Source: an optimization exercise on an open RTL-to-GDS flow (aim: small area and a short achievable clock period). Production flows keep margins and buffers that such runs may drop.
Where RTL was checked, it was by simulation tests only, not by an equivalence proof against the original.
Only the layout flow was run in runs 1 and 5; the RTL was not checked for function there.
The clock port is modelled as an ideal driver, which makes a skipped or thinned clock tree look cheaper than it is; a real chip needs a root buffer or a tree.
No activity file was given, so power comes from the tool's default toggle rates.

File: flow/flow/run.sh
#!/bin/bash
# The standard layout (standard.sh, unchanged synthesis) with these changes:
#  - port buffers made from buf_2 instead of the resizer's default pick
#  - clock tree sinks clustered by 25 within 200 um, without dummy loads
#  - after CTS (post_cts.tcl): the clock root buffer is removed and the clock
#    port drives the mid-level clock buffers directly, merged to 4 of them,
#    so registers get the clock through two balanced buffer levels
cp standard.sh standard_sh.txt.log
export BUFFER_PORTS_ARGS="-buffer_cell sky130_fd_sc_hd__buf_2"
export CTS_ARGS="-sink_clustering_enable -repair_clock_nets -sink_clustering_size 25 -sink_clustering_max_diameter 200 -dont_use_dummy_load"
export POST_CTS_TCL="$(pwd)/flow/post_cts.tcl"
bash standard.sh > standard.log 2>&1
File: flow/flow/flatroot.tcl
proc clk_is_buf {inst} { return [string match "sky130_fd_sc_hd__clkbuf_*" [[$inst getMaster] getName]] }
proc flatten_clock_root {max_port_pins} {
  set block [ord::get_db_block]
  set port_net [$block findNet EXTCLK]
  # root: the clock buffer on the port net
  set root ""
  foreach it [$port_net getITerms] { if {[clk_is_buf [$it getInst]]} { set root [$it getInst] } }
  if {$root eq ""} { puts "flatten_clock_root: no root"; return }
  set n0 [[$root findITerm X] getNet]
  set mids {}
  foreach it [$n0 getITerms] {
    if {[$it getInst] ne $root} { lappend mids [$it getInst] }
  }
  puts "flatten_clock_root: root [$root getName] drives [llength $mids] buffers"
  # merge mids pairwise by nearest neighbour until at most max_port_pins remain
  while {[llength $mids] > $max_port_pins} {
    set best ""; set bd 1e18
    for {set i 0} {$i < [llength $mids]} {incr i} {
      for {set j [expr $i+1]} {$j < [llength $mids]} {incr j} {
        set a [lindex $mids $i]; set b [lindex $mids $j]
        lassign [$a getLocation] ax ay; lassign [$b getLocation] bx by
        set d [expr {abs($ax-$bx)+abs($ay-$by)}]
        if {$d < $bd} { set bd $d; set best [list $i $j] }
      }
    }
    lassign $best i j
    set a [lindex $mids $i]; set b [lindex $mids $j]
    set na [[$a findITerm X] getNet]; set nb [[$b findITerm X] getNet]
    foreach it [$nb getITerms] {
      if {[$it getInst] eq $b} { continue }
      $it disconnect; $it connect $na
    }
    # move the kept buffer halfway towards the merged one
    lassign [$a getLocation] ax ay; lassign [$b getLocation] bx by
    $a setLocation [expr {($ax+$bx)/2}] [expr {($ay+$by)/2}]
    [$b findITerm A] disconnect; [$b findITerm X] disconnect
    odb::dbInst_destroy $b; odb::dbNet_destroy $nb
    set mids [lreplace $mids $j $j]
  }
  foreach m $mids { set it [$m findITerm A]; $it disconnect; $it connect $port_net }
  [$root findITerm A] disconnect; [$root findITerm X] disconnect
  odb::dbInst_destroy $root; odb::dbNet_destroy $n0
  puts "flatten_clock_root: port now drives [llength $mids] clock buffers"
}
File: flow/flow/post_cts.tcl
# Runs at the end of ORFS's cts.tcl (POST_CTS_TCL hook).
source [file join [file dirname [info script]] flatroot.tcl]
flatten_clock_root 4
detailed_placement
check_placement -verbose
estimate_parasitics -placement
report_clock_latency
File: flow/standard.sh
#!/bin/bash
# synth_recipe.tcl (not shown) runs the flow's synth.tcl, then flattens the netlist and writes it again
# the make line also repeats each setting of config.mk as NAME=value (left out here)
make -C /OpenROAD-flow-scripts/flow DESIGN_CONFIG=/design/flow/config.mk WORK_HOME=/design/flow/orfs CLKGATE_MAP_FILE= SYNTH_SCRIPT=/design/flow/synth_recipe.tcl "${@:-finish}"
File: flow/config.mk
export PLATFORM = sky130hd
export DESIGN_NAME = coreSvc
export DESIGN_NICKNAME = coreSvc
export VERILOG_FILES = /design/flow/design.v
export SDC_FILE = /design/flow/constraint.sdc
export NUM_CORES = 4
export LEC_CHECK = 0
export CAP_MARGIN = 20
export CORE_MARGIN = 2
export CORE_UTILIZATION = 60
export SETUP_SLACK_MARGIN = 2.0
export SLEW_MARGIN = 20
File: flow/constraint.sdc
create_clock -name core_clock -period 4.0 [get_ports {EXTCLK}]
set_input_delay 0.8000 -clock core_clock [delete_from_list [all_inputs] [get_ports {EXTCLK}]]
set_output_delay 0.8000 -clock core_clock [all_outputs]
set_load 0.01 [all_outputs]
File: flow/design.v
`default_nettype none
package coreSvcPkg;
	typedef struct packed {
		logic [3-1:0] size;
		logic [8-1:0]  tag;
		logic [64-1:0] data;
	} returnBeat_t;
	typedef struct packed {
		logic req;
		logic ena;
		logic ack;
	} intCtrl_t;
	typedef struct packed {
		logic empty;
		logic bkpt;
	} coreState_t;
endpackage
`default_nettype wire
`timescale 1ns/1ps
`default_nettype none
module returnFifo #(
	parameter int depth = 16
) (
	input  logic                    EXTCLK,
	input  logic                    rstN,
	input  logic                    wr,
	input  coreSvcPkg::returnBeat_t wrBeat,
	input  logic                    rdNow,
	output logic [depth-1:0]        rdSel,
	output logic [depth*(3+8+64)-1:0] memFlat,
	output logic                    notEmpty,
	output logic                    notEmptyNext,
	output logic                    full,
	output logic                    fullOut
);
	localparam int beatW = 3 + 8 + 64;
	logic [beatW-1:0] mem [0:depth-1];
	logic [depth-1:0] wrPtr;
	logic [depth-1:0] rdPtr;
	logic [depth-1:0] wrPtrNext;
	logic [depth-1:0] rdPtrNext;
	logic             fifteen;
	logic             two;
	logic             oneLeft;
	logic             oneLeftNext;
	logic             fullNext;
	logic             doWr;
	assign doWr = wr & ~full;
	always_comb
	begin
		if (fullNext)
			wrPtrNext = '0;
		else if (full)
			wrPtrNext = rdPtr;
		else if (doWr)
			wrPtrNext = {wrPtr[depth-2:0], wrPtr[depth-1]};
		else
			wrPtrNext = wrPtr;
	end
	assign rdPtrNext = rdNow ? {rdPtr[depth-2:0], rdPtr[depth-1]} : rdPtr;
	assign fifteen = |({wrPtr[depth-2:0], wrPtr[depth-1]} & rdPtr);
	assign two = |({rdPtr[depth-3:0], rdPtr[depth-1:depth-2]} & wrPtr);
	assign notEmptyNext = doWr | (notEmpty & ~(rdNow & oneLeft));
	assign fullNext = (full & ~rdNow) | (doWr & ~rdNow & fifteen);
	always_comb
	begin
		case ({doWr, rdNow})
			2'b10: oneLeftNext = ~notEmpty;
			2'b01: oneLeftNext = two;
			default: oneLeftNext = oneLeft;
		endcase
	end
	assign rdSel = rdPtr & {depth{rdNow}};
	genvar i;
	generate
		for (i = 0; i < depth; i++) begin : g_ent
			assign memFlat[i*beatW +: beatW] = mem[i];
			always_ff @(posedge EXTCLK)
			begin
				if (wrPtr[i])
					mem[i] <= wrBeat;
			end
		end
	endgenerate
	always_ff @(posedge EXTCLK or negedge rstN)
	begin
		if (!rstN)
		begin
			wrPtr <= depth'(1);
			rdPtr <= depth'(1);
			notEmpty <= 1'b0;
			full <= 1'b0;
			oneLeft <= 1'b0;
			fullOut <= 1'b0;
		end
		else
		begin
			wrPtr <= wrPtrNext;
			rdPtr <= rdPtrNext;
			notEmpty <= notEmptyNext;
			full <= fullNext;
			oneLeft <= oneLeftNext;
			fullOut <= (fullOut & ~rdNow) | (doWr & ~rdNow & fifteen);
		end
	end
endmodule
`default_nettype wire
`timescale 1ns/1ps
`default_nettype none
module returnArbiter #(
	parameter int depth = 16
) (
	input  logic                    EXTCLK,
	input  logic                    rstN,
	input  logic                    netWr,
	input  coreSvcPkg::returnBeat_t netWrBeat,
	output logic                    netFull,
	input  logic                    streamNotEmpty,
	input  logic                    streamNotEmptyNext,
	input  logic [depth-1:0]        streamSel,
	input  logic [depth*(3+8+64)-1:0] streamMem,
	output logic                    streamRd,
	input  logic                    localDrdy,
	input  coreSvcPkg::returnBeat_t localBeat,
	output logic                    localRd,
	output logic                    coreDrdy,
	output coreSvcPkg::returnBeat_t coreBeat
);
	localparam int beatW = 3 + 8 + 64;
	logic             netSel;
	logic             localBusy;
	logic             localSel;
	logic [beatW-1:0] netHead;
	logic [beatW-1:0] nextBeat;
	assign netFull = 1'b0;
	always_ff @(posedge EXTCLK or negedge rstN)
	begin
		if (!rstN)
		begin
			netSel <= 1'b0;
			streamRd <= 1'b0;
			localBusy <= 1'b0;
		end
		else
		begin
			netSel <= netWr;
			streamRd <= ~netWr & streamNotEmptyNext;
			localBusy <= netWr | streamNotEmptyNext;
		end
	end
	always_ff @(posedge EXTCLK)
		netHead <= netWrBeat;
	assign localRd = ~localBusy & localDrdy;
	assign localSel = ~netSel & ~streamNotEmpty;
	logic [beatW-1:0] pairBeat [0:depth/2-1];
	logic [depth/2-1:0] pairSel;
	always_comb
	begin
		nextBeat = ({beatW{netSel}} & netHead) | ({beatW{localSel}} & localBeat);
		for (int i = 0; i < depth/2; i++)
		begin
			pairSel[i] = streamSel[2*i] | streamSel[2*i+1];
			pairBeat[i] = streamSel[2*i+1] ? streamMem[(2*i+1)*beatW +: beatW] : streamMem[(2*i)*beatW +: beatW];
			nextBeat = nextBeat | ({beatW{pairSel[i]}} & pairBeat[i]);
		end
	end
	always_ff @(posedge EXTCLK or negedge rstN)
	begin
		if (!rstN)
			coreDrdy <= 1'b0;
		else
			coreDrdy <= netSel | streamNotEmpty | localDrdy;
	end
	always_ff @(posedge EXTCLK)
		coreBeat <= nextBeat;
endmodule
`default_nettype wire
`timescale 1ns/1ps
`default_nettype none
module tickGen #(
	parameter int scale = 20
) (
	input  logic EXTCLK,
	input  logic rstN,
	output logic tickPulse
);
	localparam int cntW = $clog2(scale);
	logic [cntW-1:0] cnt;
	logic            lastCycle;
	assign lastCycle = (cnt == cntW'(scale - 1));
	always_ff @(posedge EXTCLK or negedge rstN)
	begin
		if (!rstN)
		begin
			cnt <= '0;
			tickPulse <= 1'b0;
		end
		else
		begin
			cnt <= lastCycle ? '0 : cnt + 1'b1;
			tickPulse <= lastCycle;
		end
	end
endmodule
`default_nettype wire
`timescale 1ns/1ps
`default_nettype none
module intSequencer (
	input  logic                   EXTCLK,
	input  logic                   rstN,
	input  coreSvcPkg::intCtrl_t   intCtrl,
	input  coreSvcPkg::coreState_t coreState,
	output logic                   coreStop,
	output logic                   msgIntReq
);
	logic pendingReg;
	logic pendingOut;
	logic intPending;
	logic reqSent;
	logic fire;
	assign intPending = pendingReg & intCtrl.ena;
	assign coreStop = pendingOut & intCtrl.ena;
	assign fire = intPending & coreState.empty & ~coreState.bkpt & ~reqSent;
	always_ff @(posedge EXTCLK or negedge rstN)
	begin
		if (!rstN)
		begin
			pendingReg <= 1'b0;
			pendingOut <= 1'b0;
			reqSent <= 1'b0;
			msgIntReq <= 1'b0;
		end
		else
		begin
			pendingReg <= (intPending | intCtrl.req) & ~intCtrl.ack & intCtrl.ena;
			pendingOut <= (pendingOut & intCtrl.ena | intCtrl.req) & ~intCtrl.ack & intCtrl.ena;
			reqSent <= (reqSent | fire) & intPending;
			msgIntReq <= fire;
		end
	end
endmodule
`default_nettype wire
`timescale 1ns/1ps
`default_nettype none
module coreSvc (
	input  logic                    EXTCLK,
	input  logic                    rstN,
	input  logic                    streamWr,
	input  coreSvcPkg::returnBeat_t streamWrBeat,
	output logic                    streamFull,
	input  logic                    netWr,
	input  coreSvcPkg::returnBeat_t netWrBeat,
	output logic                    netFull,
	input  logic                    localDrdy,
	input  coreSvcPkg::returnBeat_t localBeat,
	output logic                    localRd,
	output logic                    coreDrdy,
	output coreSvcPkg::returnBeat_t coreBeat,
	output logic                    tickPulse,
	input  coreSvcPkg::intCtrl_t    intCtrl,
	input  coreSvcPkg::coreState_t  coreState,
	output logic                    coreStop,
	output logic                    msgIntReq
);
	localparam int depth = 16;
	localparam int beatW = 3 + 8 + 64;
	logic [depth-1:0]       streamSel;
	logic [depth*beatW-1:0] streamMem;
	logic                   streamNotEmpty;
	logic                   streamNotEmptyNext;
	logic                   streamRd;
	returnFifo streamFifo (.EXTCLK(EXTCLK), .rstN(rstN), .wr(streamWr), .wrBeat(streamWrBeat),
		.rdNow(streamRd), .rdSel(streamSel), .memFlat(streamMem),
		.notEmpty(streamNotEmpty), .notEmptyNext(streamNotEmptyNext), .full(), .fullOut(streamFull));
	returnArbiter arbiter (.EXTCLK(EXTCLK), .rstN(rstN),
		.netWr(netWr), .netWrBeat(netWrBeat), .netFull(netFull),
		.streamNotEmpty(streamNotEmpty), .streamNotEmptyNext(streamNotEmptyNext),
		.streamSel(streamSel), .streamMem(streamMem), .streamRd(streamRd),
		.localDrdy(localDrdy), .localBeat(localBeat), .localRd(localRd),
		.coreDrdy(coreDrdy), .coreBeat(coreBeat));
	tickGen tick (.EXTCLK(EXTCLK), .rstN(rstN), .tickPulse(tickPulse));
	intSequencer intSeq (.EXTCLK(EXTCLK), .rstN(rstN), .intCtrl(intCtrl),
		.coreState(coreState), .coreStop(coreStop), .msgIntReq(msgIntReq));
endmodule
`default_nettype wire
==> results of run 1 <==
-- registers in the layout, indices dropped and copies added (netlist names) --
| name | flops |
|---|---|
| streamFifo.mem | 1200 |
| arbiter.coreBeat | 75 |
| arbiter.netHead | 75 |
| streamFifo.rdPtr | 16 |
| streamFifo.wrPtr | 16 |
| tick.cnt | 5 |
| arbiter.coreDrdy | 1 |
| arbiter.localBusy | 1 |
| arbiter.netSel | 1 |
| arbiter.streamRd | 1 |
| intSeq.msgIntReq | 1 |
| intSeq.pendingOut | 1 |
| intSeq.pendingReg | 1 |
| intSeq.reqSent | 1 |
| streamFifo.full | 1 |
| streamFifo.fullOut | 1 |
| streamFifo.notEmpty | 1 |
| streamFifo.oneLeft | 1 |
| tick.tickPulse | 1 |
-- layout by cell type (no fill, tap or decap), types with 18 or more instances in the layout --
master / Yosys / routed
buf_6: 15 / 31
a221oi_2: 22 / 25
a222oi_1: 91 / 91
o21ai_1: 22 / 22
a22oi_1: 191 / 191
edfxtp_1: 1200 / 1200
a32o_1: 23 / 23
buf_12: 0 / 41
dfrtp_4: 0 / 25
a22o_1: 138 / 138
clkbuf_16: 0 / 61
a41oi_1: 22 / 22
nand2_1: 51 / 51
o21ai_0: 18 / 18
a41o_1: 27 / 27
nor2_1: 33 / 31
a221o_1: 22 / 22
dfxtp_1: 150 / 129
o211ai_1: 34 / 34
dfrtp_1: 48 / 18
and4_1: 20 / 20
buf_4: 15 / 72
o2111a_1: 19 / 19
a32oi_1: 35 / 35
a221oi_1: 114 / 111
buf_2: 68 / 304
or3_1: 23 / 23
-- cell usage after synthesis (2+ instances only) --
master	count	area, um^2
a41oi_1	22	193
nor2_2	3	18.8
dfstp_2	2	52.6
a221oi_1	114	998
mux2_2	12	135
a221o_1	22	220
a41o_1	27	270
buf_6	15	169
or3_1	23	144
buf_2	68	340
o21ai_1	22	110
edfxtp_1	1200	36000
a221oi_2	22	330
a22oi_1	191	1430
xnor2_1	2	17.5
buf_1	7	26.3
clkbuf_1	84	315
and4_1	20	175
nand2b_1	3	18.8
dfrtp_1	48	1200
ha_1	3	37.5
a222oi_1	91	911
dfxtp_1	150	3000
nand4_1	7	43.8
a22o_1	138	1210
a32o_1	23	230
nand2_1	51	191
a32oi_1	35	307
o211ai_1	34	255
nor2_1	33	124
and4b_1	6	60.1
nor2b_1	10	62.6
nand3b_1	12	90.1
buf_4	15	113
o2111a_1	19	214
a2bb2oi_1	16	140
o21ai_0	18	90.1
inv_1	10	37.5
a21oi_1	3	15.0
-- per-stage QoR --
stage          total power [mW]  cells  hold WS, ps  worst slack [ps]  util (%)
2_1_floorplan              16.6   2593          411              2010         -
3_3_place_gp               17.1   3846          421              1320      63.6
3_5_place_dp               17.1   3846          443              1290      63.6
5_1_grt                    24.2   4002          352              1940      67.4
6_report                   23.5   4002          337              1970      67.4
-- power by group through the flow --
stage	registers (mW)	clock network, mW	logic [mW]
2_1_floorplan	16.3	0	0.277
3_3_place_gp	16.3	0	0.730
3_5_place_dp	16.3	0	0.759
5_1_grt	16.0	7.25	0.908
6_report	16.0	6.69	0.845
-- per-layer routing --
layer,vias up,wire length (um)
li1,11700,-
met2,1636,63300
met4,2,3610
met5,-,16
met1,14800,54400
met3,224,14100
-- kinds of logic (layout without fill, tap and decap cells) --
logic type,count (synthesis),after routing
adder cells (fa/ha/maj),3,3
flip-flops,1400,1400
XOR/XNOR,2,2
other,1,2
buffers and inverters,199,534
multiplexers,13,13
AO/OA/AOI/OAI,798,798
AND/OR/NAND/NOR,177,180
-- worst max-delay path, stage by stage, from the launching register on --
cell      delay, ps
dfrtp_4         560
buf_6           240
a222oi_1        860
o211ai_1        180
-- area by class of cell --
| cell class | instances | share of cell area [%] |
|---|---|---|
| Sequential cell | 1400 | 73.3 |
| Multi-Input combinational cell | 997 | 15.0 |
| Timing Repair Buffer | 464 | 6.42 |
| Clock buffer | 60 | 2.72 |
| Tap cell | 1070 | 2.43 |
| Inverter | 10 | 0.0975 |
| Antenna cell | 1 | 0.00454 |
-- how the worst max path moves through the flow --
stage	end	slack [ps]	cells past startpoint
after floorplan	streamFifo.wrPtr[8]	2010	8
after global placement	arbiter.coreBeat[27]	1320	5
after detailed placement	arbiter.coreBeat[61]	1290	5
after global routing	arbiter.coreBeat[19]	1940	6
final	arbiter.coreBeat[3]	1970	3
==> impl_metrics.env, run 1 <==
export IMPL_hold_violations=0
export IMPL_fin_skew_ps=18.8
export IMPL_area_growth_pct=11.6
export IMPL_met2_usage_pct=49.8
export IMPL_power_frac_clock_pct=28.5
export IMPL_internal_power_mw=18.9
export IMPL_rows=105
export IMPL_combPwrFrac_pct=3.6
export IMPL_grt_first_pass_wirelength_um=194000
export IMPL_postSynthCellCount=2593
export IMPL_insertion_delay_ps=480
export IMPL_postSynth_asyncResetShare_pct=3.57
export IMPL_cp_max_fo=29
export IMPL_setup_tns_ps=0
export IMPL_synthesis_nets=2831
export IMPL_drt_wl_total_um=135000
export IMPL_r2r_end="arbiter.coreBeat[3]"
export IMPL_yosys_area_share_adder_pct=0.0759
export IMPL_setup_viol=0
export IMPL_core_um2=81800
export IMPL_critPathArrivalTime_ps=2350
export IMPL_p_leak_nw=17.5
export IMPL_synth_edf_count=1200
export IMPL_grt_max_degree=79
export IMPL_drc_errors=0
export IMPL_hpwl_um=66700
export IMPL_start_util_pct=60.4
export IMPL_die_w_um=291
export IMPL_p_switching_mw=4.63
export IMPL_vias=28300
export IMPL_max_slew_margin_pct=38.8
export IMPL_reg2reg_slack_ps=1970
export IMPL_pin_count=317
export IMPL_synth_xor_area_share_pct=0.0354
export IMPL_vdd_drop_max_mv=0.410
export IMPL_avgSynthCellArea_um2=19.1
export IMPL_rsz0062_at_grt="yes"
export IMPL_grt_use_total_pct=31.6
export IMPL_synthSimpleGateAreaFrac_pct=2.03
export IMPL_p_per_area_nw_per_um2=426
export IMPL_globalplace_congestion=0.777
export IMPL_use_met1_pct=46.3
export IMPL_drive_gt1_share_pct=21.6
export IMPL_fill_cells=5434
export IMPL_critPathLaunchType="flop"
export IMPL_nNetsFinal=3171
export IMPL_drt_pass1_iterations=6
export IMPL_endpoint_kind="flop"
export IMPL_critPathLaunch="arbiter.netSel"
export IMPL_via_per_inst=7.08
export IMPL_r2r_start="arbiter.netSel"
export IMPL_yosysSeqAreaShare_pct=81.5
export IMPL_clock_sinks=1400
export IMPL_max_slew_worst_pin_slew_ps=919
export IMPL_antenna_found_initial=2
export IMPL_crit_type="flop to flop"
export IMPL_min_period_ps=2030
export IMPL_synth_top_family_by_area="compound AO/OA/AOI/OAI gates"
export IMPL_die_y_um=291
export IMPL_yosys_cell_types_count=51
export IMPL_multiInputGateArea_um2=8300
export IMPL_period_share_pct=50.7
export IMPL_synth_warnings=6
export IMPL_drt_initial_drc_count=3505
export IMPL_wire_per_inst_um=33.8
export IMPL_grt_busiest_layer="met2"
export IMPL_dieArea_um2=84700
export IMPL_status="no timing/DRC/antenna violations"
export IMPL_synth_seq_cells=1400
export IMPL_synth_compound_area_share_pct=14.0
export IMPL_yosys_most_used_dff="edfxtp_1"
export IMPL_grt_pass1_vias=27900
export IMPL_reg2reg_depth=3
export IMPL_placement_cell_area_um2=52000
export IMPL_maxSlewViolCount=0
export IMPL_switching_share_pct=19.7
export IMPL_netlist_area_um2=49400
export IMPL_globalRouteOverflowTotal=0
export IMPL_synthMuxAreaShare_pct=0.294
export IMPL_finalInstanceArea_um2=55200
export IMPL_detail_route_antenna_nets=0
export IMPL_hp_class="primary input to asynchronous set/reset pin"
export IMPL_drv_cap=0
export IMPL_grtUsageMet3_pct=5.69
export IMPL_clkTransAtPathRegs_ps=100
export IMPL_port_buffers=315
export IMPL_power_frac_seq_pct=68.0
export IMPL_required_ps=4320
export IMPL_seq_area_um2=40400
export IMPL_max_freq_mhz=493
==> run 2: changes to the inputs <==
--- a/flow/design.v
+++ b/flow/design.v
@@ -27,4 +27,5 @@
 	input  coreSvcPkg::returnBeat_t wrBeat,
 	input  logic                    rdNow,
+	input  logic                    rdNext,
 	output logic [depth-1:0]        rdSel,
 	output logic [depth*(3+8+64)-1:0] memFlat,
@@ -71,5 +72,4 @@
 		endcase
 	end
-	assign rdSel = rdPtr & {depth{rdNow}};
 	genvar i;
 	generate
@@ -93,4 +93,5 @@
 			oneLeft <= 1'b0;
 			fullOut <= 1'b0;
+			rdSel <= '0;
 		end
 		else
@@ -102,4 +103,5 @@
 			oneLeft <= oneLeftNext;
 			fullOut <= (fullOut & ~rdNow) | (doWr & ~rdNow & fifteen);
+			rdSel <= rdPtrNext & {depth{rdNext}};
 		end
 	end
@@ -121,4 +123,5 @@
 	input  logic [depth*(3+8+64)-1:0] streamMem,
 	output logic                    streamRd,
+	output logic                    streamRdNext,
 	input  logic                    localDrdy,
 	input  coreSvcPkg::returnBeat_t localBeat,
@@ -145,5 +148,5 @@
 		begin
 			netSel <= netWr;
-			streamRd <= ~netWr & streamNotEmptyNext;
+			streamRd <= streamRdNext;
 			localBusy <= netWr | streamNotEmptyNext;
 		end
@@ -151,4 +154,5 @@
 	always_ff @(posedge EXTCLK)
 		netHead <= netWrBeat;
+	assign streamRdNext = ~netWr & streamNotEmptyNext;
 	assign localRd = ~localBusy & localDrdy;
 	assign localSel = ~netSel & ~streamNotEmpty;
@@ -270,6 +274,7 @@
 	logic                   streamNotEmptyNext;
 	logic                   streamRd;
+	logic                   streamRdNext;
 	returnFifo streamFifo (.EXTCLK(EXTCLK), .rstN(rstN), .wr(streamWr), .wrBeat(streamWrBeat),
-		.rdNow(streamRd), .rdSel(streamSel), .memFlat(streamMem),
+		.rdNow(streamRd), .rdNext(streamRdNext), .rdSel(streamSel), .memFlat(streamMem),
 		.notEmpty(streamNotEmpty), .notEmptyNext(streamNotEmptyNext), .full(), .fullOut(streamFull));
 	returnArbiter arbiter (.EXTCLK(EXTCLK), .rstN(rstN),
@@ -277,4 +282,5 @@
 		.streamNotEmpty(streamNotEmpty), .streamNotEmptyNext(streamNotEmptyNext),
 		.streamSel(streamSel), .streamMem(streamMem), .streamRd(streamRd),
+		.streamRdNext(streamRdNext),
 		.localDrdy(localDrdy), .localBeat(localBeat), .localRd(localRd),
 		.coreDrdy(coreDrdy), .coreBeat(coreBeat));
==> impl_metrics.env, run 2 <==
export IMPL_maxSlewViolCount=0
export IMPL_max_freq_mhz=500
export IMPL_max_slew_worst_pin_slew_ps=1090
export IMPL_largest_reg_flops=1200
export IMPL_nNetsFinal=3143
export IMPL_postSynthCellCount=2576
export IMPL_layout_common_cells="1,200 x edfxtp_1, 314 x buf_2, 215 x a22oi_1, 139 x a222oi_1, 138 x dfxtp_1"
export IMPL_hold_violations=0
export IMPL_detail_route_antenna_nets=0
export IMPL_yosysMostFrequentCell="edfxtp_1"
export IMPL_critPathArrivalTime_ps=2100
export IMPL_clock_sinks=1416
export IMPL_p_switching_mw=4.66
export IMPL_p_leak_nw=18.0
export IMPL_rsz0062_at_grt="yes"
export IMPL_combPwrFrac_pct=3.0
export IMPL_crit_family="buffers and inverters"
export IMPL_avgSynthCellArea_um2=19.1
export IMPL_p_per_area_nw_per_um2=433
export IMPL_stdcell_count=3980
export IMPL_clkTransAtPathRegs_ps=100
export IMPL_rows=105
export IMPL_crit_chain="buf_4"
export IMPL_drive_gt1_share_pct=19.7
export IMPL_synth_warnings=6
export IMPL_setup_tns_ps=0
export IMPL_drc_errors=0
export IMPL_die_y_um=291
export IMPL_hpwl_um=68700
export IMPL_core_um2=81700
export IMPL_dp_cells=3843
export IMPL_min_period_ps=2000
export IMPL_start_util_pct=60.3
export IMPL_worst_path_buf_inv=1
export IMPL_globalRouteOverflowTotal=0
export IMPL_fin_skew_ps=42.3
export IMPL_synth_top_area_share_pct=73.1
export IMPL_reg2reg_slack_ps=2000
export IMPL_fill_cells=5481
export IMPL_pin_count=317
export IMPL_dieArea_um2=84500
export IMPL_yosys_most_used_dff="edfxtp_1"
export IMPL_die_w_um=291
export IMPL_multiInputGateArea_um2=7960
export IMPL_dp_slack_ps=1380
export IMPL_drt_pass1_iterations=6
export IMPL_yosysTopAreaCell="edfxtp_1"
export IMPL_globalplace_congestion=0.787
export IMPL_max_slew_margin_pct=27.2
export IMPL_antenna_found_initial=11
export IMPL_drt_wl_total_um=144000
export IMPL_endpoint_kind="flop"
export IMPL_placement_cell_area_um2=52100
export IMPL_top_register="streamFifo.mem"
export IMPL_wire_per_inst_um=36.1
export IMPL_internal_power_mw=19.1
export IMPL_period_share_pct=50.0
export IMPL_power_frac_seq_pct=68.1
export IMPL_setup_viol=0
export IMPL_yosys_cell_types_count=46
export IMPL_final_common_cell="edfxtp_1"
export IMPL_status="no timing/DRC/antenna violations"
export IMPL_grt_max_degree=54
export IMPL_seq_area_um2=40800
export IMPL_drv_cap=0
export IMPL_required_ps=4100
export IMPL_synth_edf_count=1200
export IMPL_finalInstanceArea_um2=54800
export IMPL_via_per_inst=7.10
export IMPL_synth_common_cells="1,200 x edfxtp_1, 216 x a22oi_1, 150 x dfxtp_1"
export IMPL_port_buffers=315
export IMPL_cpPeakStageDelay_ps=810
export IMPL_vdd_drop_max_mv=0.488
export IMPL_vias=28200
export IMPL_grt_first_pass_wirelength_um=202000
export IMPL_drt_initial_drc_count=3995
export IMPL_cp_slowest_cell="buf_4"
export IMPL_netlist_area_um2=49300
export IMPL_postSynth_asyncResetShare_pct=4.66
export IMPL_grt_pass1_vias=27500
export IMPL_power_mw=23.7
export IMPL_grt_use_total_pct=33.8
export IMPL_power_frac_clock_pct=28.8
export IMPL_largest_registers="streamFifo.mem (1200), arbiter.coreBeat (75), arbiter.netHead (75)"
export IMPL_switching_share_pct=19.6
export IMPL_cp_max_fo=41
export IMPL_crit_type="flop to flop"
export IMPL_insertion_delay_ps=500
export IMPL_critPathLaunchType="flop"
export IMPL_synth_seq_cells=1416
export IMPL_synthesis_nets=2814
export IMPL_hp_class="primary input to flop"
export IMPL_area_growth_pct=11.1
export IMPL_yosysSeqAreaShare_pct=82.5
export IMPL_synthTopCellsByArea="edfxtp_1 73%, dfxtp_1 6.1%, a22oi_1 3.3%"
export IMPL_post_route_worst_setup_slack_ps=2000
[run 2: cell count changes in the layout (fill, tap and decap cells not counted), moves of 24 or more]
cell / previous run / this run
a41o_1: 27 / 0
nand4_1: 7 / 57
a22oi_1: 191 / 215
a22o_1: 138 / 111
a222oi_1: 91 / 139
and3b_1: 1 / 67
and3_1: 0 / 94
a32oi_1: 35 / 0
nand2_1: 51 / 5
o211ai_1: 34 / 0
[run 2: path summary, 6_finish.rpt]
| kind | endpoint | start | cells past startpoint |
|---|---|---|---|
| worst max-delay path | streamFifo.mem[14][32] | streamFifo.wrPtr[14] | 1 |
| worst min-delay path | arbiter.netHead[2] | netWrBeat[2] | 1 |
| worst max register to register | streamFifo.mem[14][32] | streamFifo.wrPtr[14] | 1 |
| worst min register to register | intSeq.msgIntReq | intSeq.reqSent | 1 |
| max in group asynchronous | streamFifo.rdPtr[0] | rstN | 2 |
| min in group asynchronous | tick.cnt[3] | rstN | 1 |
[run 2: routing by layer]
layer | up-vias | GRT usage (%) | share of wire, %
met5 | - | 0 | 0.029
met4 | 6 | 7.44 | 2.5
met3 | 182 | 6.47 | 11
met2 | 1696 | 54.8 | 48
met1 | 14800 | 48.4 | 39
li1 | 11500 | - | -
[run 2: area by class of cell]
type / count / share of cell area [%]
flip-flops and latches: 1416 / 74.5
inverters: 7 / 0.0480
multi-input cells: 990 / 14.5
repair buffers: 429 / 5.68
diodes: 7 / 0.0320
clock buffers: 61 / 2.79
well taps: 1070 / 2.44
[run 2: metrics by stage]
stage	hold WS [ps]	utilization (%)
2_1_floorplan	411	-
5_1_grt	375	67.0
3_5_place_dp	428	63.7
3_3_place_gp	420	63.7
6_report	386	67.0
[run 2: cells by family (layout without fill, tap and decap cells)]
| logic type | Yosys count | count (layout) | share of synthesized area [%] |
|---|---|---|---|
| AO/OA/AOI/OAI | 638 | 638 | 11.0 |
| XOR/XNOR | 2 | 2 | 0.0355 |
| adder cells (fa/ha/maj) | 3 | 3 | 0.0761 |
| buffers and inverters | 174 | 497 | 1.58 |
| flip-flops | 1416 | 1416 | 82.5 |
| multiplexers | 33 | 33 | 0.711 |
| other | 1 | 8 | 0.00761 |
| AND/OR/NAND/NOR | 309 | 313 | 4.11 |
[run 2: power groups by stage]
stage	Clock [mW]	Sequential, mW	Combinational [mW]
global route	7.39	16.2	0.775
finish	6.84	16.2	0.715
detailed placement	0	16.5	0.699
global placement	0	16.5	0.675
floorplan	0	16.5	0.215
==> run 3: changes to the inputs <==
--- a/flow/config.mk
+++ b/flow/config.mk
@@ -9,4 +9,4 @@
 export CORE_MARGIN = 2
 export CORE_UTILIZATION = 60
-export SETUP_SLACK_MARGIN = 2.0
+export SETUP_SLACK_MARGIN = 2.05
 export SLEW_MARGIN = 20
==> impl_metrics.env, run 3 <==
export IMPL_status="no timing/DRC/antenna violations"
export IMPL_drive_gt1_share_pct=21.5
export IMPL_yosysTopAreaCell="edfxtp_1"
export IMPL_die_w_um=291
export IMPL_detail_route_antenna_nets=0
export IMPL_final_common_cell="edfxtp_1"
export IMPL_yosysSeqAreaShare_pct=82.5
export IMPL_cpPeakStageDelay_ps=920
export IMPL_seq_area_um2=40900
export IMPL_critPathArrivalTime_ps=2060
export IMPL_vias=28500
export IMPL_yosysMostFrequentCell="edfxtp_1"
export IMPL_drc_errors=0
export IMPL_wl_met2_um=67700
export IMPL_dieArea_um2=84500
export IMPL_layout_common_cells="1,200 x edfxtp_1, 296 x buf_2, 216 x a22oi_1, 139 x a222oi_1, 113 x dfxtp_1"
export IMPL_fin_skew_ps=50.1
export IMPL_synth_compound_area_share_pct=11.0
export IMPL_hp_class="primary input to asynchronous set/reset pin"
export IMPL_crit_family="flip-flops"
export IMPL_stdcell_count=4000
export IMPL_drt_met1_wl_um=56000
export IMPL_hold_violations=0
export IMPL_maxSlewViolCount=0
export IMPL_vdd_drop_max_mv=0.462
export IMPL_endpoint_kind="flop"
export IMPL_yosys_area_share_adder_pct=0.0761
export IMPL_grt_use_total_pct=34.0
export IMPL_start_util_pct=60.3
export IMPL_critPathLaunchType="flop"
export IMPL_reg2reg_depth=1
export IMPL_synthTopCellsByArea="edfxtp_1 73%, dfxtp_1 6.1%, a22oi_1 3.3%"
export IMPL_synth_seq_cells=1416
export IMPL_crit_chain="buf_6"
export IMPL_grt_pass1_vias=28400
export IMPL_worst_path_buf_inv=1
export IMPL_synth_warnings=6
export IMPL_largest_registers="streamFifo.mem (1200), arbiter.coreBeat (75), arbiter.netHead (75)"
export IMPL_avgSynthCellArea_um2=19.1
export IMPL_wire_per_inst_um=36.0
export IMPL_min_period_ps=1960
export IMPL_critPathLaunch="streamFifo.wrPtr[10]"
export IMPL_p_per_area_nw_per_um2=429
export IMPL_nNetsFinal=3165
export IMPL_r2r_start="streamFifo.wrPtr[10]"
export IMPL_pin_count=317
export IMPL_insertion_delay_ps=500
export IMPL_synthSimpleGateAreaFrac_pct=4.11
export IMPL_period_share_pct=49.1
export IMPL_globalRouteOverflowTotal=0
export IMPL_dp_cells=3853
export IMPL_globalplace_congestion=0.779
export IMPL_clkTransAtPathRegs_ps=100
export IMPL_synth_top_area_share_pct=73.1
export IMPL_reg2reg_slack_ps=2040
export IMPL_antenna_found_initial=12
export IMPL_synthesis_nets=2814
export IMPL_port_buffers=315
export IMPL_setup_viol=0
export IMPL_grt_max_degree=76
export IMPL_synth_common_cells="1,200 x edfxtp_1, 216 x a22oi_1, 150 x dfxtp_1"
export IMPL_max_freq_mhz=509
export IMPL_fill_cells=5428
export IMPL_max_slew_worst_pin_slew_ps=874
export IMPL_hpwl_um=70300
export IMPL_drt_pass1_iterations=8
export IMPL_netlist_area_um2=49300
export IMPL_r2r_end="streamFifo.mem[10][9]"
export IMPL_max_slew_margin_pct=41.7
export IMPL_via_per_inst=7.13
export IMPL_largest_reg_flops=1200
export IMPL_multiInputGateArea_um2=8040
export IMPL_drt_initial_drc_count=4219
export IMPL_top_register="streamFifo.mem"
export IMPL_drv_cap=0
export IMPL_yosys_cell_types_count=46
export IMPL_synth_edf_count=1200
export IMPL_highest_layer="met5"
export IMPL_cp_slowest_cell="dfrtp_4"
export IMPL_required_ps=4100
export IMPL_area_growth_pct=12.3
export IMPL_postSynthCellCount=2576
export IMPL_rows=105
export IMPL_synth_top_family_by_area="compound AO/OA/AOI/OAI gates"
export IMPL_synthMuxAreaShare_pct=0.711
export IMPL_wl_met3_um=16200
export IMPL_postSynth_asyncResetShare_pct=4.66
export IMPL_clock_sinks=1416
export IMPL_cp_max_fo=45
export IMPL_crit_type="flop to flop"
export IMPL_core_um2=81700
export IMPL_p_leak_nw=18.3
export IMPL_synth_xor_area_share_pct=0.0355
export IMPL_cp_num_cells=1
export IMPL_rsz0062_at_grt="yes"
export IMPL_yosys_most_used_dff="edfxtp_1"
export IMPL_die_y_um=291
export IMPL_drt_wl_total_um=144000
export IMPL_grt_first_pass_wirelength_um=204000
export IMPL_setup_tns_ps=0
-- run 3: cell count changes in the layout (fill, tap and decap cells not counted), moves of 3 or more --
cell	previous run	this run
a2111oi_0	17	9
a2111oi_2	0	7
buf_12	38	43
buf_2	314	296
buf_4	53	64
buf_6	14	27
buf_8	4	16
dfxtp_1	138	113
dfxtp_2	12	30
dfxtp_4	0	7
nor2b_2	4	1
-- run 3: cell families (layout without fill, tap and decap cells) --
family,count (synthesis),after routing
muxes,33,33
other,1,6
and+or+nand+nor,309,311
DFF,1416,1416
buffers and inverters,174,521
AOI/OAI and AO/OA,638,638
adders and majority gates,3,3
xor gates and xnor gates,2,2
-- run 3: per-stage QoR --
stage | util, % | hold WS [ps] | setup slack, ps | area, um^2 | power [mW]
2_1_floorplan | - | 411 | 2060 | 49400 | 16.7
3_3_place_gp | 63.8 | 419 | 1290 | 52100 | 17.2
3_5_place_dp | 63.8 | 439 | 1240 | 52100 | 17.2
5_1_grt | 67.7 | 325 | 2040 | 55400 | 24.4
6_report | 67.8 | 294 | 2040 | 55400 | 23.7
-- run 3: power by group --
group	internal, mW	switching, mW
clock network	2.72	4.10
logic	0.289	0.466
registers	16.1	0.0749
-- run 3: worst max path at each step --
| stage | endpoint | slack, ps |
|---|---|---|
| detailed placement | arbiter.coreBeat[28] | 1240 |
| global route | localRd | 2040 |
| finish | streamFifo.mem[10][9] | 2040 |
| global placement | arbiter.coreBeat[30] | 1290 |
| floorplan | streamFifo.wrPtr[10] | 2060 |
-- run 3: layout make-up --
| type | instances | area share (%) |
|---|---|---|
| repair buffers | 453 | 6.44 |
| well taps | 1070 | 2.42 |
| clock buffers | 61 | 2.76 |
| inverters | 7 | 0.0475 |
| multi-input cells | 988 | 14.5 |
| diodes | 5 | 0.0226 |
| flip-flops and latches | 1416 | 73.8 |
-- run 3: per-layer routing --
metal / track usage (%) / vias to the layer above
met5: 0 / -
met4: 9.10 / 12
met3: 6.55 / 224
met2: 53.9 / 1880
met1: 49.2 / 14800
li1: - / 11600
==> run 4: changes to the inputs <==
==> flow/flow/run.sh (replaced) <==
#!/bin/bash
# The standard layout (standard.sh, unchanged synthesis) with these changes:
#  - port buffers made from buf_1 instead of the resizer's default pick
#  - clock tree sinks clustered by 25 within 200 um, without dummy loads
#  - after CTS (post_cts.tcl): the clock root buffer is removed and the clock
#    port drives the mid-level clock buffers directly, merged to 4 of them,
#    so registers get the clock through two balanced buffer levels
cp standard.sh standard_sh.txt.log
export BUFFER_PORTS_ARGS="-buffer_cell sky130_fd_sc_hd__buf_1"
export CTS_ARGS="-sink_clustering_enable -repair_clock_nets -sink_clustering_size 25 -sink_clustering_max_diameter 200 -dont_use_dummy_load"
export POST_CTS_TCL="$(pwd)/flow/post_cts.tcl"
bash standard.sh > standard.log 2>&1
==> impl_metrics.env, run 4 <==
export IMPL_status="no timing/DRC/antenna violations"
export IMPL_max_slew_margin_pct=33.9
export IMPL_rows=105
export IMPL_nNetsFinal=3176
export IMPL_finalInstanceArea_um2=55100
export IMPL_start_util_pct=60.3
export IMPL_port_buffers=315
export IMPL_via_per_inst=7.05
export IMPL_drive_gt1_share_pct=13.0
export IMPL_core_um2=81700
export IMPL_max_freq_mhz=489
export IMPL_placement_cell_area_um2=51700
export IMPL_max_slew_worst_pin_slew_ps=987
export IMPL_critPathLaunchType="flop"
export IMPL_setup_viol=0
export IMPL_globalRouteOverflowTotal=0
export IMPL_dieArea_um2=84500
export IMPL_grt_first_pass_wirelength_um=202000
export IMPL_drt_wl_total_um=145000
export IMPL_area_growth_pct=11.8
export IMPL_grt_use_total_pct=33.8
export IMPL_drt_pass1_iterations=8
export IMPL_vias=28300
export IMPL_largest_registers="streamFifo.mem (1200), arbiter.coreBeat (75), arbiter.netHead (75)"
export IMPL_drc_errors=0
export IMPL_top_register="streamFifo.mem"
export IMPL_pin_count=317
export IMPL_min_period_ps=2040
export IMPL_worst_path_buf_inv=1
export IMPL_endpoint_kind="flop"
export IMPL_synth_warnings=6
export IMPL_p_per_area_nw_per_um2=430
export IMPL_fill_cells=5471
export IMPL_rsz0062_at_grt="yes"
export IMPL_yosys_cell_types_count=46
export IMPL_critPathArrivalTime_ps=2390
export IMPL_die_y_um=291
export IMPL_avgSynthCellArea_um2=19.1
export IMPL_cp_slowest_cell="dfrtp_4"
export IMPL_stdcell_count=4010
export IMPL_yosys_most_used_dff="edfxtp_1"
export IMPL_crit_type="flop to flop"
export IMPL_yosysMostFrequentCell="edfxtp_1"
export IMPL_crit_chain="nor2b_4 > buf_12 > a22o_1 > a221oi_1 > nand4_1"
export IMPL_cpPeakStageDelay_ps=630
export IMPL_antenna_found_initial=8
export IMPL_postSynthCellCount=2576
export IMPL_largest_reg_flops=1200
export IMPL_synthTopCellsByArea="edfxtp_1 73%, dfxtp_1 6.1%, a22oi_1 3.3%"
export IMPL_insertion_delay_ps=490
export IMPL_final_common_cell="edfxtp_1"
export IMPL_postSynth_asyncResetShare_pct=4.66
export IMPL_clkTransAtPathRegs_ps=100
export IMPL_wire_per_inst_um=36.1
export IMPL_dp_cells=3851
export IMPL_hpwl_um=69700
export IMPL_cp_max_fo=54
export IMPL_grt_pass1_vias=27700
export IMPL_netlist_area_um2=49300
export IMPL_drv_cap=0
export IMPL_p_leak_nw=17.6
export IMPL_synth_edf_count=1200
export IMPL_detail_route_antenna_nets=0
export IMPL_hold_violations=0
export IMPL_synth_top_area_share_pct=73.1
export IMPL_drt_initial_drc_count=4366
export IMPL_whs_ps=380
export IMPL_layout_common_cells="1,200 x edfxtp_1, 263 x buf_1, 216 x a22oi_1, 139 x a222oi_1, 114 x dfxtp_1"
export IMPL_yosysSeqAreaShare_pct=82.5
export IMPL_synth_common_cells="1,200 x edfxtp_1, 216 x a22oi_1, 150 x dfxtp_1"
export IMPL_maxSlewViolCount=0
export IMPL_globalplace_congestion=0.778
export IMPL_yosysTopAreaCell="edfxtp_1"
export IMPL_period_share_pct=51.1
export IMPL_clock_sinks=1416
export IMPL_synthesis_nets=2814
export IMPL_grt_max_degree=74
export IMPL_setup_tns_ps=0
export IMPL_vdd_drop_max_mv=0.415
export IMPL_hp_class="primary input to flop"
export IMPL_die_w_um=291
export IMPL_required_ps=4340
export IMPL_synth_seq_cells=1416
export IMPL_fin_skew_ps=36.8
export IMPL_crit_family="flip-flops"
-- run 4: logic make-up after synthesis --
group	share of synthesized area, %
multiplexers	0.711
flip-flops	82.5
XOR/XNOR	0.0355
buffers and inverters	1.58
AND/OR/NAND/NOR	4.11
AO/OA/AOI/OAI	11.0
other	0.00761
adder cells (fa/ha/maj)	0.0761
-- run 4: layer usage --
metal | global-route usage, % | share of wire (%)
met5 | 0 | 0.036
met4 | 9.21 | 3.2
met1 | 48.8 | 38
met3 | 7.50 | 12
met2 | 52.7 | 46
-- run 4: path summary, 6_finish.rpt --
kind	from	to	slack [ps]	cells past startpoint
setup / recovery	streamFifo.rdSel[0]	arbiter.coreBeat[31]	1960	5
hold / removal	netWrBeat[69]	arbiter.netHead[69]	380	1
setup reg to reg	streamFifo.rdSel[0]	arbiter.coreBeat[31]	1960	5
hold reg to reg	intSeq.reqSent	intSeq.msgIntReq	440	1
max in group asynchronous	rstN	streamFifo.rdPtr[0]	2440	3
min in group asynchronous	rstN	tick.cnt[2]	440	1
-- run 4: cell type report --
class                           instances  area [um^2]  area share, %
Sequential cell                      1416        40900           74.1
Multi-Input combinational cell        990         8110           14.7
Timing Repair Buffer                  462         3260           5.91
Clock buffer                           61         1530           2.77
Tap cell                             1070         1340           2.43
Inverter                                7         26.3         0.0477
Antenna cell                            4         10.0         0.0182
-- run 4: power breakdown --
group          internal [mW]  total, mW  switching [mW]
clock network           2.72       6.83            4.11
registers               16.1       16.2          0.0796
logic                  0.241      0.701           0.460
total                   19.0       23.7            4.65
-- run 4: stage by stage --
stage / power, mW / util (%) / worst slack, ps
after global placement: 17.1 / 63.3 / 1210
final: 23.7 / 67.5 / 1960
after detailed placement: 17.1 / 63.3 / 1150
after floorplan: 16.7 / - / 2060
after global routing: 24.3 / 67.4 / 2000
==> run 5: changes to the inputs <==
--- a/flow/design.v
+++ b/flow/design.v
@@ -40,4 +40,6 @@
 	logic [depth-1:0] rdPtr;
 	logic [depth-1:0] wrPtrNext;
+	logic [depth-1:0] wrSel;
+	logic [depth-1:0] wrSelNext;
 	logic [depth-1:0] rdPtrNext;
 	logic             fifteen;
@@ -60,4 +62,15 @@
 	end
 	assign rdPtrNext = rdNow ? {rdPtr[depth-2:0], rdPtr[depth-1]} : rdPtr;
+	always_comb
+	begin
+		if (fullNext)
+			wrSelNext = '0;
+		else if (full)
+			wrSelNext = rdPtr;
+		else if (doWr)
+			wrSelNext = {wrSel[depth-2:0], wrSel[depth-1]};
+		else
+			wrSelNext = wrSel;
+	end
 	assign fifteen = |({wrPtr[depth-2:0], wrPtr[depth-1]} & rdPtr);
 	assign two = |({rdPtr[depth-3:0], rdPtr[depth-1:depth-2]} & wrPtr);
@@ -78,5 +91,5 @@
 			always_ff @(posedge EXTCLK)
 			begin
-				if (wrPtr[i])
+				if (wrSel[i])
 					mem[i] <= wrBeat;
 			end
@@ -88,4 +101,5 @@
 		begin
 			wrPtr <= depth'(1);
+			wrSel <= depth'(1);
 			rdPtr <= depth'(1);
 			notEmpty <= 1'b0;
@@ -98,4 +112,5 @@
 		begin
 			wrPtr <= wrPtrNext;
+			wrSel <= wrSelNext;
 			rdPtr <= rdPtrNext;
 			notEmpty <= notEmptyNext;
==> flow/flow/run.sh (replaced) <==
#!/bin/bash
# The standard layout (standard.sh, unchanged synthesis) with these changes:
#  - port buffers made from buf_2 instead of the resizer's default pick
#  - clock tree sinks clustered by 25 within 200 um, without dummy loads
#  - after CTS (post_cts.tcl): the clock root buffer is removed and the clock
#    port drives the mid-level clock buffers directly, merged to 4 of them,
#    so registers get the clock through two balanced buffer levels
cp standard.sh standard_sh.txt.log
export BUFFER_PORTS_ARGS="-buffer_cell sky130_fd_sc_hd__buf_2"
export CTS_ARGS="-sink_clustering_enable -repair_clock_nets -sink_clustering_size 25 -sink_clustering_max_diameter 200 -dont_use_dummy_load"
export POST_CTS_TCL="$(pwd)/flow/post_cts.tcl"
bash standard.sh > standard.log 2>&1
==> impl_metrics.env, run 5 <==
export IMPL_min_period_ps=1990
export IMPL_die_w_um=293
export IMPL_avgSynthCellArea_um2=19.1
export IMPL_worst_path_buf_inv=2
export IMPL_postSynth_asyncResetShare_pct=5.73
export IMPL_die_y_um=293
export IMPL_drt_wl_total_um=143000
export IMPL_p_per_area_nw_per_um2=430
export IMPL_drt_pass1_iterations=7
export IMPL_vias=28800
export IMPL_fin_skew_ps=58.3
export IMPL_maxSlewViolCount=0
export IMPL_whs_ps=371
export IMPL_max_freq_mhz=503
export IMPL_grt_first_pass_wirelength_um=201000
export IMPL_synth_seq_cells=1432
export IMPL_fill_cells=5445
export IMPL_synthesis_nets=2853
export IMPL_max_slew_margin_pct=27.1
export IMPL_drive_gt1_share_pct=21.6
export IMPL_yosysSeqAreaShare_pct=82.2
export IMPL_yosys_cell_types_count=44
export IMPL_pin_count=317
export IMPL_synth_edf_count=1200
export IMPL_synthTopCellsByArea="edfxtp_1 72%, dfxtp_1 6.0%, a22oi_1 4.0%"
export IMPL_setup_viol=0
export IMPL_critPathArrivalTime_ps=1190
export IMPL_start_util_pct=60.8
export IMPL_clock_sinks=1432
export IMPL_cp_max_fo=3
export IMPL_period_share_pct=49.7
export IMPL_top_register="streamFifo.mem"
export IMPL_setup_tns_ps=0
export IMPL_status="no timing/DRC/antenna violations"
export IMPL_insertion_delay_ps=520
export IMPL_vdd_drop_max_mv=0.387
export IMPL_yosysMostFrequentCell="edfxtp_1"
export IMPL_yosys_area_share_adder_pct=0.0751
export IMPL_synthSimpleGateAreaFrac_pct=2.96
export IMPL_cpMostUsedCell="buf_2"
export IMPL_hpwl_um=70700
export IMPL_yosysTopAreaCell="edfxtp_1"
export IMPL_globalRouteOverflowTotal=0
export IMPL_p_leak_nw=18.2
export IMPL_nNetsFinal=3189
export IMPL_drc_errors=0
export IMPL_clkTransAtPathRegs_ps=110
export IMPL_yosys_most_used_dff="edfxtp_1"
export IMPL_largest_registers="streamFifo.mem (1200), arbiter.coreBeat (75), arbiter.netHead (75)"
export IMPL_critPathLaunchType="primary input"
export IMPL_cpPeakStageDelay_ps=140
export IMPL_required_ps=3200
export IMPL_layout_common_cells="1,200 x edfxtp_1, 294 x buf_2, 267 x a22oi_1, 167 x a22o_1, 121 x dfxtp_1"
export IMPL_dieArea_um2=85600
export IMPL_synth_xor_area_share_pct=0.0350
export IMPL_final_common_cell="edfxtp_1"
export IMPL_synth_compound_area_share_pct=12.6
export IMPL_synthMuxAreaShare_pct=0.380
export IMPL_antenna_found_initial=16
export IMPL_synth_top_family_by_area="compound AO/OA/AOI/OAI gates"
export IMPL_postSynthCellCount=2615
export IMPL_detail_route_antenna_nets=0
export IMPL_rows=105
export IMPL_area_growth_pct=11.6
export IMPL_crit_chain="buf_2 > and2_1 > buf_2"
export IMPL_via_per_inst=7.14
export IMPL_netlist_area_um2=50000
export IMPL_max_slew_worst_pin_slew_ps=1090
export IMPL_wire_per_inst_um=35.5
export IMPL_rsz0062_at_grt="yes"
export IMPL_grt_use_total_pct=33.1
export IMPL_endpoint_kind="output port"
export IMPL_largest_reg_flops=1200
export IMPL_grt_pass1_vias=27800
export IMPL_hp_class="primary input to asynchronous set/reset pin"
export IMPL_crit_type="primary input to output port"
export IMPL_synth_warnings=6
export IMPL_grt_max_degree=83
export IMPL_core_um2=82200
export IMPL_drt_initial_drc_count=4334
export IMPL_crit_family="buffers and inverters"
export IMPL_synth_common_cells="1,200 x edfxtp_1, 267 x a22oi_1, 167 x a22o_1"
export IMPL_synth_top_area_share_pct=72.1
export IMPL_hold_violations=0
export IMPL_cp_slowest_cell="and2_1"
export IMPL_globalplace_congestion=0.808
export IMPL_drv_cap=0
export IMPL_port_buffers=315
==> run 5: changes by cell type in the layout (fill, tap and decap cells not counted), sizes merged, moves of 20 or more <==
cell     change
a221oi      +39
a2111oi     -20
o21ai       +32
and3b       -61
a22oi       +51
nand4       +36
nand2       +32
a222oi      -28
nand3       -20
buf         -23
a22o        +56
and3        -35
==> run 5: cell families (layout without fill, tap and decap cells) <==
| kind of cell | Yosys count | count (layout) |
|---|---|---|
| compound gates | 737 | 738 |
| xor+xnor | 2 | 2 |
| fa+ha+maj | 3 | 3 |
| buf+inv | 177 | 507 |
| flops | 1432 | 1432 |
| mux | 17 | 17 |
| other cells | 1 | 9 |
| simple gates | 246 | 249 |
==> run 5: path summary, 6_finish.rpt <==
check / from / to / slack [ps] / cells after the start
max in group asynchronous: rstN / streamFifo.rdSel[13] / 3070 / 1
worst max register to register: streamFifo.rdPtr[15] / streamFifo.full / 2050 / 4
worst min-delay path: rstN / tick.cnt[1] / 370 / 1
worst min register to register: intSeq.reqSent / intSeq.msgIntReq / 450 / 1
min in group core_clock: netWrBeat[24] / arbiter.netHead[24] / 380 / 1
worst max-delay path: intCtrl[1] / coreStop / 2010 / 3
==> run 5: power by group <==
group	total (mW)	switching [mW]	internal (mW)
logic	0.776	0.483	0.293
clock network	6.89	4.13	2.76
registers	16.3	0.0740	16.2
total	24.0	4.69	19.3
==> run 5: metal layers <==
layer,up-vias,GRT usage (%),routed length (um)
met5,-,0,47
met4,8,7.47,3640
met3,195,4.94,14800
met2,1700,55.0,70200
met1,15100,47.1,54300
li1,11700,-,-
==> run 5: metrics by stage <==
stage / cells / power [mW] / setup WS, ps / instance area, um^2 / util [%]
after floorplan: 2615 / 16.9 / 2070 / 50100 / -
after global placement: 3893 / 17.3 / 1410 / 52900 / 64.4
after detailed placement: 3895 / 17.4 / 1440 / 53000 / 64.4
after global routing: 4022 / 24.6 / 1990 / 55800 / 67.8
final: 4027 / 24.0 / 2010 / 55800 / 67.8
==> run 5: final cells by class <==
class / instances / area, um^2 / share of cell area (%)
Antenna cell: 8 / 20.0 / 0.0359
Clock buffer: 62 / 1550 / 2.78
Inverter: 7 / 26.3 / 0.0471
Multi-Input combinational cell: 1010 / 8240 / 14.8
Sequential cell: 1432 / 41200 / 73.9
Tap cell: 1070 / 1340 / 2.40
Timing Repair Buffer: 438 / 3380 / 6.05
==> run 6: changes to the inputs <==
--- a/flow/design.v
+++ b/flow/design.v
@@ -40,6 +40,4 @@
 	logic [depth-1:0] rdPtr;
 	logic [depth-1:0] wrPtrNext;
-	logic [depth-1:0] wrSel;
-	logic [depth-1:0] wrSelNext;
 	logic [depth-1:0] rdPtrNext;
 	logic             fifteen;
@@ -62,15 +60,4 @@
 	end
 	assign rdPtrNext = rdNow ? {rdPtr[depth-2:0], rdPtr[depth-1]} : rdPtr;
-	always_comb
-	begin
-		if (fullNext)
-			wrSelNext = '0;
-		else if (full)
-			wrSelNext = rdPtr;
-		else if (doWr)
-			wrSelNext = {wrSel[depth-2:0], wrSel[depth-1]};
-		else
-			wrSelNext = wrSel;
-	end
 	assign fifteen = |({wrPtr[depth-2:0], wrPtr[depth-1]} & rdPtr);
 	assign two = |({rdPtr[depth-3:0], rdPtr[depth-1:depth-2]} & wrPtr);
@@ -91,5 +78,5 @@
 			always_ff @(posedge EXTCLK)
 			begin
-				if (wrSel[i])
+				if (wrPtr[i])
 					mem[i] <= wrBeat;
 			end
@@ -101,5 +88,4 @@
 		begin
 			wrPtr <= depth'(1);
-			wrSel <= depth'(1);
 			rdPtr <= depth'(1);
 			notEmpty <= 1'b0;
@@ -112,5 +98,4 @@
 		begin
 			wrPtr <= wrPtrNext;
-			wrSel <= wrSelNext;
 			rdPtr <= rdPtrNext;
 			notEmpty <= notEmptyNext;
==> flow/flow/run.sh (replaced) <==
#!/bin/bash
# The standard layout (standard.sh, unchanged synthesis) with these changes:
#  - port buffers made from buf_2 instead of the resizer's default pick
#  - clock tree sinks clustered by 30 within 200 um, without dummy loads
#  - after CTS (post_cts.tcl): the clock root buffer is removed and the clock
#    port drives the mid-level clock buffers directly, merged to 4 of them,
#    so registers get the clock through two balanced buffer levels
cp standard.sh standard_sh.txt.log
export BUFFER_PORTS_ARGS="-buffer_cell sky130_fd_sc_hd__buf_2"
export CTS_ARGS="-sink_clustering_enable -repair_clock_nets -sink_clustering_size 30 -sink_clustering_max_diameter 200 -dont_use_dummy_load"
export POST_CTS_TCL="$(pwd)/flow/post_cts.tcl"
bash standard.sh > standard.log 2>&1
==> impl_metrics.env, run 6 <==
export IMPL_maxSlewViolCount=0
export IMPL_period_share_pct=49.8
export IMPL_yosysSeqAreaShare_pct=82.5
export IMPL_layout_common_cells="1,200 x edfxtp_1, 270 x buf_2, 216 x a22oi_1, 139 x a222oi_1, 111 x a22o_1"
export IMPL_combPwrFrac_pct=3.4
export IMPL_required_ps=4370
export IMPL_postSynthCellCount=2576
export IMPL_switching_share_pct=19.6
export IMPL_synthTopCellsByArea="edfxtp_1 73%, dfxtp_1 6.1%, a22oi_1 3.3%"
export IMPL_rsz0062_at_grt="yes"
export IMPL_finish_utilization_pct=67.7
export IMPL_max_freq_mhz=502
export IMPL_vdd_drop_max_mv=0.499
export IMPL_drt_pass1_iterations=6
export IMPL_critPathLaunchType="flop"
export IMPL_drive_gt1_share_pct=22.1
export IMPL_whs_ps=293
export IMPL_setup_viol=0
export IMPL_internal_power_mw=18.8
export IMPL_endpoint_kind="flop"
export IMPL_top_register="streamFifo.mem"
export IMPL_grt_pass1_vias=28200
export IMPL_cp_max_fo=19
export IMPL_drv_cap=0
export IMPL_critPathArrivalTime_ps=2370
export IMPL_synth_top_area_share_pct=73.1
export IMPL_grt_first_pass_wirelength_um=201000
export IMPL_yosys_area_share_adder_pct=0.0761
export IMPL_hold_violations=0
export IMPL_power_frac_seq_pct=69.3
export IMPL_yosys_cell_types_count=46
export IMPL_fin_skew_ps=57.0
export IMPL_synth_common_cells="1,200 x edfxtp_1, 216 x a22oi_1, 150 x dfxtp_1"
export IMPL_p_per_area_nw_per_um2=422
export IMPL_largest_registers="streamFifo.mem (1200), arbiter.coreBeat (75), arbiter.netHead (75)"
export IMPL_synth_xor_area_share_pct=0.0355
export IMPL_clock_sinks=1416
export IMPL_status="no timing/DRC/antenna violations"
export IMPL_clkTransAtPathRegs_ps=120
export IMPL_final_common_cell="edfxtp_1"
export IMPL_core_um2=81700
export IMPL_r2r_start="streamFifo.rdSel[13]"
export IMPL_critPathLaunch="streamFifo.rdSel[13]"
export IMPL_die_y_um=291
export IMPL_drt_initial_drc_count=4233
export IMPL_hpwl_um=70300
export IMPL_synthesis_nets=2814
export IMPL_reg2reg_depth=5
export IMPL_hp_class="primary input to asynchronous set/reset pin"
export IMPL_drc_errors=0
export IMPL_synth_edf_count=1200
export IMPL_rows=105
export IMPL_p_leak_nw=18.2
export IMPL_insertion_delay_ps=490
export IMPL_synth_top_family_by_area="compound AO/OA/AOI/OAI gates"
export IMPL_min_period_ps=1990
export IMPL_post_route_worst_setup_slack_ps=2010
export IMPL_dp_cells=3853
export IMPL_pin_count=317
export IMPL_port_buffers=315
export IMPL_postSynth_asyncResetShare_pct=4.66
export IMPL_max_slew_worst_pin_slew_ps=880
export IMPL_yosysMostFrequentCell="edfxtp_1"
export IMPL_largest_reg_flops=1200
export IMPL_wire_per_inst_um=35.9
export IMPL_crit_type="flop to flop"
export IMPL_area_growth_pct=12.2
export IMPL_globalRouteOverflowTotal=0
export IMPL_globalplace_congestion=0.779
export IMPL_setup_tns_ps=0
export IMPL_synthSimpleGateAreaFrac_pct=4.11
export IMPL_yosys_most_used_dff="edfxtp_1"
export IMPL_via_per_inst=7.08
export IMPL_synth_seq_cells=1416
export IMPL_antenna_found_initial=12
export IMPL_max_slew_margin_pct=41.3
export IMPL_grt_use_total_pct=33.5
export IMPL_dieArea_um2=84500
export IMPL_dp_slack_ps=1240
export IMPL_stdcell_count=3997
export IMPL_yosysTopAreaCell="edfxtp_1"
export IMPL_grt_max_degree=76
export IMPL_power_frac_clock_pct=27.3
export IMPL_start_util_pct=60.3
export IMPL_die_w_um=291
export IMPL_detail_route_antenna_nets=0
export IMPL_vias=28300
export IMPL_netlist_area_um2=49300
export IMPL_nNetsFinal=3163
export IMPL_synth_warnings=6
export IMPL_synth_compound_area_share_pct=11.0
export IMPL_drt_wl_total_um=143000
export IMPL_p_switching_mw=4.58
export IMPL_synthMuxAreaShare_pct=0.711
export IMPL_avgSynthCellArea_um2=19.1
export IMPL_fill_cells=5435
[run 6: path summary, 6_finish.rpt]
kind / endpoint / slack, ps
max: arbiter.coreBeat[69] / 2010
min: streamFifo.rdSel[15] / 290
max reg2reg: arbiter.coreBeat[69] / 2010
min reg2reg: intSeq.msgIntReq / 450
max in group asynchronous: streamFifo.rdSel[7] / 2810
min in group core_clock: arbiter.netHead[35] / 390
[run 6: critical path, cell delays in order (launching register included)]
cell and delay (ps):
dfrtp_4 590, buf_8 200, buf_6 200, a222oi_1 540, and3_1 260, nand4_1 90
[run 6: logic make-up after synthesis]
family,Yosys count
multiplexers,33
flip-flops,1416
AO/OA/AOI/OAI,638
adder cells (fa/ha/maj),3
buffers and inverters,174
XOR/XNOR,2
other,1
AND/OR/NAND/NOR,309
[run 6: metal layers]
metal	routed length [um]	GRT usage (%)	up-vias	share of wire (%)
met4	4330	10.4	14	3.0
met3	17200	8.01	214	12
li1	-	-	11500	-
met5	97	0	-	0.068
met1	54700	47.1	14800	38
met2	67200	52.7	1767	47
[run 6: area by class of cell]
class | count | area, um^2 | share of cell area [%]
multi-input combinational | 988 | 8060 | 14.6
tap | 1070 | 1340 | 2.42
inverter | 7 | 26.3 | 0.0475
sequential | 1416 | 40900 | 73.9
clock buffer | 52 | 1300 | 2.35
timing repair buffer | 460 | 3730 | 6.74
antenna | 4 | 10.0 | 0.0181
[run 6: power groups by stage]
stage,clock (mW),sequential [mW],combinational (mW)
2_1_floorplan,0,16.5,0.215
3_3_place_gp,0,16.5,0.677
3_5_place_dp,0,16.5,0.699
5_1_grt,6.90,16.2,0.846
6_report,6.38,16.2,0.787
[run 6: metrics by stage]
| stage | instance area (um^2) | power (mW) |
|---|---|---|
| 2_1_floorplan | 49400 | 16.7 |
| 5_1_grt | 55300 | 23.9 |
| 3_3_place_gp | 52100 | 17.2 |
| 6_report | 55300 | 23.3 |
| 3_5_place_dp | 52100 | 17.2 |

## afterwards: timing with drivers on the ports
How much do the figures lean on ideal ports? The routed layouts below were timed once more, with nothing changed but the port constraints. Step 1 assumes that a clkbuf_16 drives the clock port and a buf_2 every other input. Step 2 times the ports against the registers' clock, not the clock port: input delays grow and output delays shrink by t, the midpoint of the rising clock arrivals with the driver on. Slacks: ideal / step 1 / step 2; pairs: ideal / step 1.
run | t (ns) | setup WS [ns] | worst setup path after step 2 | latest minus earliest clock arrival (ns) | worst register clock-pin slew, ns
run 1 | 0.604 | 1.972 / 1.917 / 1.844 | input to register | 0.023 / 0.024 | 0.10 / 0.10
run 2 | 0.621 | 1.998 / 1.943 / 1.630 | input to register | 0.047 / 0.047 | 0.10 / 0.10
run 3 | 0.617 | 2.037 / 1.948 / 1.623 | input to register | 0.059 / 0.060 | 0.10 / 0.10
run 4 | 0.617 | 1.957 / 1.919 / 1.693 | input to register | 0.052 / 0.053 | 0.10 / 0.10
run 5 | 0.619 | 2.013 / 1.928 / 1.877 | input to register | 0.064 / 0.064 | 0.11 / 0.11
run 6 | 0.604 | 2.007 / 1.955 / 1.754 | input to register | 0.064 / 0.064 | 0.12 / 0.12
After both steps every run listed still meets setup and hold. The setup slack of run 3, which loses most, moves by -0.089 ns with the drivers and by -0.414 ns with both steps.
